From an optimization exercise on the open Yosys and OpenROAD flow, aimed at small area and a short achievable clock period; shortcuts taken in it are not production practice.
Only simulation tests tie the RTL to the original design; equivalence was not proved.
Power and IR drop assume default switching activity.

==> v13: inputs <==
Design bit_manipulation_unit, start of the top module:
module bit_manipulation_unit (
  input  logic              clk,
  input  logic              rst_n,
  input  logic              valid_in,
  input  bmu_pkg::bmu_op_t  op,
  input  logic              csr_ren,
  input  logic [xlen-1:0]   csr_rddata,
  input  logic [xlen-1:0]   a,
  input  logic [xlen-1:0]   b,
  output logic [xlen-1:0]   result,
  output logic              result_valid,
  output logic              error
);
clock: 7.0 ns
lec_check: 0
cap_margin: 20
core_margin: 2
core_utilization: 30
setup_slack_margin: 2.5
slew_margin: 20
synth_hierarchical: 1
synth_minimum_keep_size: 0
run.sh (not shown) runs the stock make flow with config.mk's settings and CLKGATE_MAP_FILE= SYNTH_SCRIPT=/design/flow/synth_recipe.tcl, a recipe that flattens the netlist after the stock synthesis.
==> v34: changes against v13 <==
--- a/flow/design.v
+++ b/flow/design.v
@@ -190,17 +190,13 @@
   assign sum = p ^ {g65, g80, g64, g79, g63, g78, g62, g77, g61, g76, g60, g75, g59, g74, g58, g73, g49, g72, g48, g71, g47, g70, g46, g69, g33, g68, g32, g67, g17, g66, g1, sub};
 endmodule
 module bmu_compare (
   input  logic [xlen-1:0] a,
   input  logic [xlen-1:0] b,
   input  logic            unsign,
-  input  logic            min,      
-  input  logic            max,
-  output logic            lt,
-  output logic            mm_a,     
-  output logic            mm_b      
+  output logic            lt
 );
   logic cg1, cg2, cp2, cg3, cg4, cp4, cg5, cp5, cg6, cp6, cg7, cg8, cp8, cg9, cp9, cg10, cp10, cg11, cp11, cg12, cp12, cg13, cp13, cg14, cp14, cg15, cg16, cp16, cg17, cp17, cg18, cp18, cg19, cp19, cg20, cp20, cg21, cp21, cg22, cp22, cg23, cp23, cg24, cp24, cg25, cp25, cg26, cp26, cg27, cp27, cg28, cp28, cg29, cp29, cg30, cp30, cg31;
   logic [xlen-1:0] p, g;
   assign p = a | ~b;
   assign g = a & ~b;
   assign cg1 = g[0] | p[0];
@@ -259,14 +255,12 @@
   assign cp29 = cp28 & cp25;
   assign cg30 = cg29 | (cp29 & cg22);
   assign cp30 = cp29 & cp22;
   assign cg31 = cg30 | (cp30 & cg15);
   assign lt = ~(unsign ? (g[xlen-1] | (p[xlen-1] & cg31)) :
                         ((~a[xlen-1] & b[xlen-1]) | ((~a[xlen-1] | b[xlen-1]) & cg31)));
-  assign mm_a = (min & lt) | (max & ~lt);
-  assign mm_b = (min & ~lt) | (max & lt);
 endmodule
 `timescale 1ns/100ps
 import bmu_pkg::*;
 module bmu_shifter (
   input  logic [xlen-1:0]    a,
   input  logic [shamt_w-1:0] s,
@@ -434,22 +428,18 @@
 `timescale 1ns/100ps
 import bmu_pkg::*;
 module bmu_bitlogic (
   input  logic [xlen-1:0]    rot,
   input  logic [xlen-1:0]    b,
   input  logic [xlen-1:0]    csr_rddata,
-  input  logic [xlen-1:0]    q,         
-  input  logic               idle,
   input  logic               csr_ren,
   input  logic               sll,
   input  logic               srl_sra,
   input  logic               bitop,     
   input  logic               packu,
-  input  logic [19:0]        tt,
-  input  logic               mm_a,      
-  input  logic               mm_b,        
+  input  logic [19:0]        tt,        
   output logic [xlen-1:0]    lout
 );
   logic [shamt_w-1:0] s;
   logic [xlen-1:0]    therm;      
   logic [xlen-1:0]    tx;
   logic [xlen-1:0]    x;
@@ -467,15 +457,13 @@
         tx[i] = therm[i] & ~((i == 0) ? 1'b0 : (bitop & therm[i-1]));
       end
     end
   end
   always_comb begin
     for (int i = 0; i < xlen; i++) begin
-      if (idle) begin
-        x[i] = q[i];
-      end else if (csr_ren) begin
+      if (csr_ren) begin
         x[i] = csr_rddata[i];
       end else if (sll | srl_sra | bitop) begin
         x[i] = tx[i];
       end else if (packu & (i < 16)) begin
         x[i] = b[(i + 16) % xlen];
       end else begin
@@ -483,13 +471,13 @@
       end
     end
   end
   for (genvar i = 0; i < xlen; i++) begin : g_bit
     localparam int r = (i == 0) ? 0 : (i < 8) ? 1 : i / 8 + 1;
     logic [3:0] t;
-    assign t       = tt[4*r +: 4] | {1'b0, mm_a, mm_b, 1'b0};
+    assign t       = tt[4*r +: 4];
     assign lout[i] = rot[i] ? (x[i] ? t[3] : t[2]) : (x[i] ? t[1] : t[0]);
   end
 endmodule
 `timescale 1ns/100ps
 import bmu_pkg::*;
 module bit_manipulation_unit (
@@ -523,19 +511,19 @@
   logic               adder_sel;
   logic [xlen-1:0]    lout;
   logic [19:0]        tt;
   logic [cnt_w-1:0]   low;
   logic [xlen-1:0]    mid;
   logic [3:0]         nzb;
-  logic               fill;
+  logic               sel_a, fill;
   logic               mm_a, mm_b;
   logic               csr_sel;
   logic               err_d;
   logic [xlen-1:0]    result_d;
   assign s  = b[shamt_w-1:0];
-  assign nc = valid_in & ~csr_ren;
+  assign nc = ~csr_ren;
   assign rev8 = op.grev & (s == 5'd24);
   assign orcb = op.gorc & (s == 5'd7);
   assign shn   = op.sh1add | op.sh2add | op.sh3add;
   assign bitop = op.bset | op.bclr | op.binv;
   bmu_shifter u_shifter (
     .a      (a),
@@ -562,29 +550,26 @@
     .sum    (sum)
   );
   bmu_compare u_compare (
     .a      (a),
     .b      (b),
     .unsign (op.unsign),
-    .min    (nc & op.min),
-    .max    (nc & op.max),
-    .lt     (lt),
-    .mm_a   (mm_a),
-    .mm_b   (mm_b)
+    .lt     (lt)
   );
   assign adder_sel = nc & (op.add | (op.zba & ~op.sub) |
                            (op.sub & ~op.zba & ~op.slt & ~op.min & ~op.max));
   bmu_bitcount u_bitcount (
     .a     (a),
     .clz   (nc & op.clz),
     .ctz   (nc & op.ctz),
     .cpop  (nc & op.cpop),
     .oth   (mid[cnt_w-1:0]),
     .res   (low),
     .nzb   (nzb)
   );
+  assign sel_a = op.min ? lt : ~lt;
   assign fill  = a[xlen-1];
   always_comb begin
     logic [3:0] tcom;
     tcom = ({4{op.land & ~op.zbb}} & T_AND)  |
            ({4{op.lor  & ~op.zbb}} & T_OR)   |
            ({4{op.lxor & ~op.zbb}} & T_XOR)  |
@@ -594,14 +579,13 @@
            ({4{op.sll}}            & T_AND)  |
            ({4{op.srl}}            & T_AND)  |
            ({4{op.sra}}            & {1'b1, fill, 1'b0, fill}) |
            ({4{op.rol | op.ror | rev8}} & T_A) |
            ({4{op.bset}}           & T_OR)   |
            ({4{op.bclr}}           & T_ANDN) |
-           ({4{op.binv}}           & T_XOR)  |
-           ({4{op.min | op.max}}   & 4'b1000);
+           ({4{op.binv}}           & T_XOR);
     for (int r = 0; r < 5; r++) begin
       tt[4*r +: 4] = tcom;
       if (r == 0) tt[4*r +: 4] |= {4{op.bext}} & T_A;
       if (r <= 1) tt[4*r +: 4] |= {4{op.sext_b}} & T_A;
       else        tt[4*r +: 4] |= {4{op.sext_b & a[7]}};
       if (r <= 2) tt[4*r +: 4] |= {4{op.sext_h}} & T_A;
@@ -609,46 +593,45 @@
       if (r <= 2) tt[4*r +: 4] |= {4{op.pack | op.packu}} & T_X;
       else        tt[4*r +: 4] |= {4{op.pack | op.packu}} & T_A;
       if (r <= 1) tt[4*r +: 4] |= {4{op.packh}} & T_X;
       if (r == 2) tt[4*r +: 4] |= {4{op.packh}} & T_A;
       tt[4*r +: 4] |= {4{orcb & nzb[(r == 0) ? 0 : r - 1]}};
       tt[4*r +: 4] &= {4{nc}};
-      tt[4*r +: 4] |= {4{csr_sel | ~valid_in}} & T_X;
+      tt[4*r +: 4] |= {4{csr_sel}} & T_X;
     end
   end
   bmu_bitlogic u_bitlogic (
     .rot        (rot),
     .b          (b),
     .csr_rddata (csr_rddata),
-    .q          (result),
-    .idle       (~valid_in),
     .csr_ren    (csr_ren),
     .sll        (op.sll),
     .srl_sra    (op.srl | op.sra),
     .bitop      (bitop),
     .packu      (op.packu),
     .tt         (tt),
-    .mm_a       (mm_a),
-    .mm_b       (mm_b),
     .lout       (lout)
   );
-  assign csr_sel = valid_in & csr_ren & (op == '0);
+  assign csr_sel = csr_ren & (op == '0);
   assign err_d = (csr_ren & (op != '0)) |
                  (~op.zba & shn) |
                  (op.zba & op.sub);
+  assign mm_a = nc & (op.min | op.max) & sel_a;
+  assign mm_b = nc & (op.min | op.max) & ~sel_a;
   assign mid = lout | ({xlen{adder_sel}} & sum) |
+               ({xlen{mm_a}} & a) | ({xlen{mm_b}} & b) |
                {{(xlen-1){1'b0}}, nc & op.slt & lt};
   assign result_d = {mid[xlen-1:cnt_w], low};
   always_ff @(posedge clk or negedge rst_n) begin
     if (!rst_n) begin
       result       <= '0;
       error        <= 1'b0;
       result_valid <= 1'b0;
     end else begin
       result_valid <= valid_in;
-      result <= result_d;
       if (valid_in) begin
+        result <= result_d;
         error  <= err_d;
       end
     end
   end
 endmodule
==> flow/flow/run.sh (new file) <==
#!/bin/bash
# Own layout flow: the standard flow (standard.sh) with
#  - synthesis kept hierarchical per module until the final flatten, and the
#    ABC mapping script replaced by flow/area.abc (delay mapping with area
#    recovery, no blanket upsizing); everything else in synth_recipe.tcl unchanged
#  - plain buf_2 port buffers instead of delay cells
#  - timing repair aimed at a setup slack margin up to CTS, and no second
#    repair pass after global routing
# Each step's full output goes to log_<step>.txt in this folder.
set -euo pipefail
HERE=$(pwd)
cat > "$HERE/own_synth.tcl" <<TCL
# replace the -script of ORFS's abc call, then run the standard flow's synthesis as is
proc abc {args} {
  set i [lsearch -exact \$args -script]
  if {\$i >= 0} { lset args [expr {\$i + 1}] $HERE/flow/area.abc }
  yosys abc {*}\$args
}
source $HERE/synth_recipe.tcl
TCL
ARGS=(
  "SYNTH_SCRIPT=$HERE/own_synth.tcl"
  "SYNTH_HIERARCHICAL=1"
  "SYNTH_MINIMUM_KEEP_SIZE=0"
  "BUFFER_PORTS_ARGS=-buffer_cell sky130_fd_sc_hd__buf_2"
  "SETUP_SLACK_MARGIN=2.5"
  "SKIP_INCREMENTAL_REPAIR=1"
)
for step in synth floorplan place cts route finish; do
  bash standard.sh "${ARGS[@]}" "$step" > "log_$step.txt" 2>&1
done
==> flow/flow/area.abc (new file) <==
&get -n
&st
&dch
&nf -R 1000
&put
topo
stime -c
==> flow/standard.sh (new file) <==
#!/bin/bash
# synth_recipe.tcl (not shown) runs the flow's synth.tcl, then flattens the netlist and writes it again
# the make line also repeats each setting of config.mk as NAME=value (left out here)
make -C /OpenROAD-flow-scripts/flow DESIGN_CONFIG=/design/flow/config.mk WORK_HOME=/design/flow/orfs CLKGATE_MAP_FILE= SYNTH_SCRIPT=/design/flow/synth_recipe.tcl "${@:-finish}"
SETUP_SLACK_MARGIN = unset   (was 2.5)
SYNTH_HIERARCHICAL = unset   (was 1)
SYNTH_MINIMUM_KEEP_SIZE = unset   (was 0)
removed: flow/run.sh
==> comparison table <==
                                                                            v13                    v34
Clock network area share                                                0.01114                0.01579
Global-route wire length before repair                                 81410 um               71360 um
Most repeated cell in the gate-level netlist after synthesis            mux2i_1                nand2_1
Peak ir drop on the vdd network                                        175.3 uV               79.79 uV
Tap cells                                                                   511                    442
Topmost layer with routed signal wires                                     met4                   met5
Multi-input gate share of total cell area                                0.6949                 0.7440
Setup slack of the critical path after layout                          2.477 ns               2.128 ns
Buffers & Inverters on Critical Path                                          2                      3
Synth Instances                                                            1452                   1338
Switching power of the nets                                            1.273 mW               1.106 mW
Required time of the critical path                                      7.19 ns                7.18 ns
Hold-critical path endpoint                                   error$_DFFE_PN0P_  result[5]$_DFFE_PN0P_
Diodes inserted                                                               0                      1
Sw Ratio                                                                 0.4910                 0.4913
Actual transition at the worst max-transition pin                      1.148 ns              0.9081 ns
Core Region                                                       0.03767 sq mm          0.03262 sq mm
Critical path peak fanout                                                     6                     16
Run status                                                       finished clean         finished clean
Area of the mapped netlist                                        0.01145 sq mm         0.009953 sq mm
Footprint of the multi-input gates                                0.01038 sq mm         0.009136 sq mm
Power density cells                                               173.6 mW/mm^2          183.3 mW/mm^2
Number of gates given a new drive strength after cts                        226                     98

-- re-timing with driven ports --
In the flow no input, the clock included, has a driving cell. The finished layouts below were timed again as built, in two steps. Step 1, drivers: a clkbuf_16 drives clk and a buf_2 each remaining input, both assumed. Step 2 also shifts input and output timing later by t, the mid clock arrival at the registers, as if the neighbouring blocks saw the same clock. Three values: ideal, step 1, step 2; two values: the first two.
run	t, ns	setup WS [ns]	worst setup path at the end	worst register clock-pin slew, ns	cell pins on the clock port's net
v13	0.345	2.477 / 2.492 / 2.147	input to register	0.07 / 0.07	1
v34	0.335	2.128 / 2.137 / 1.802	input to register	0.07 / 0.07	1
After both steps every run listed still meets setup and hold. The setup slack of v13, which loses most, moves by +0.015 ns with the drivers and by -0.330 ns with both steps.
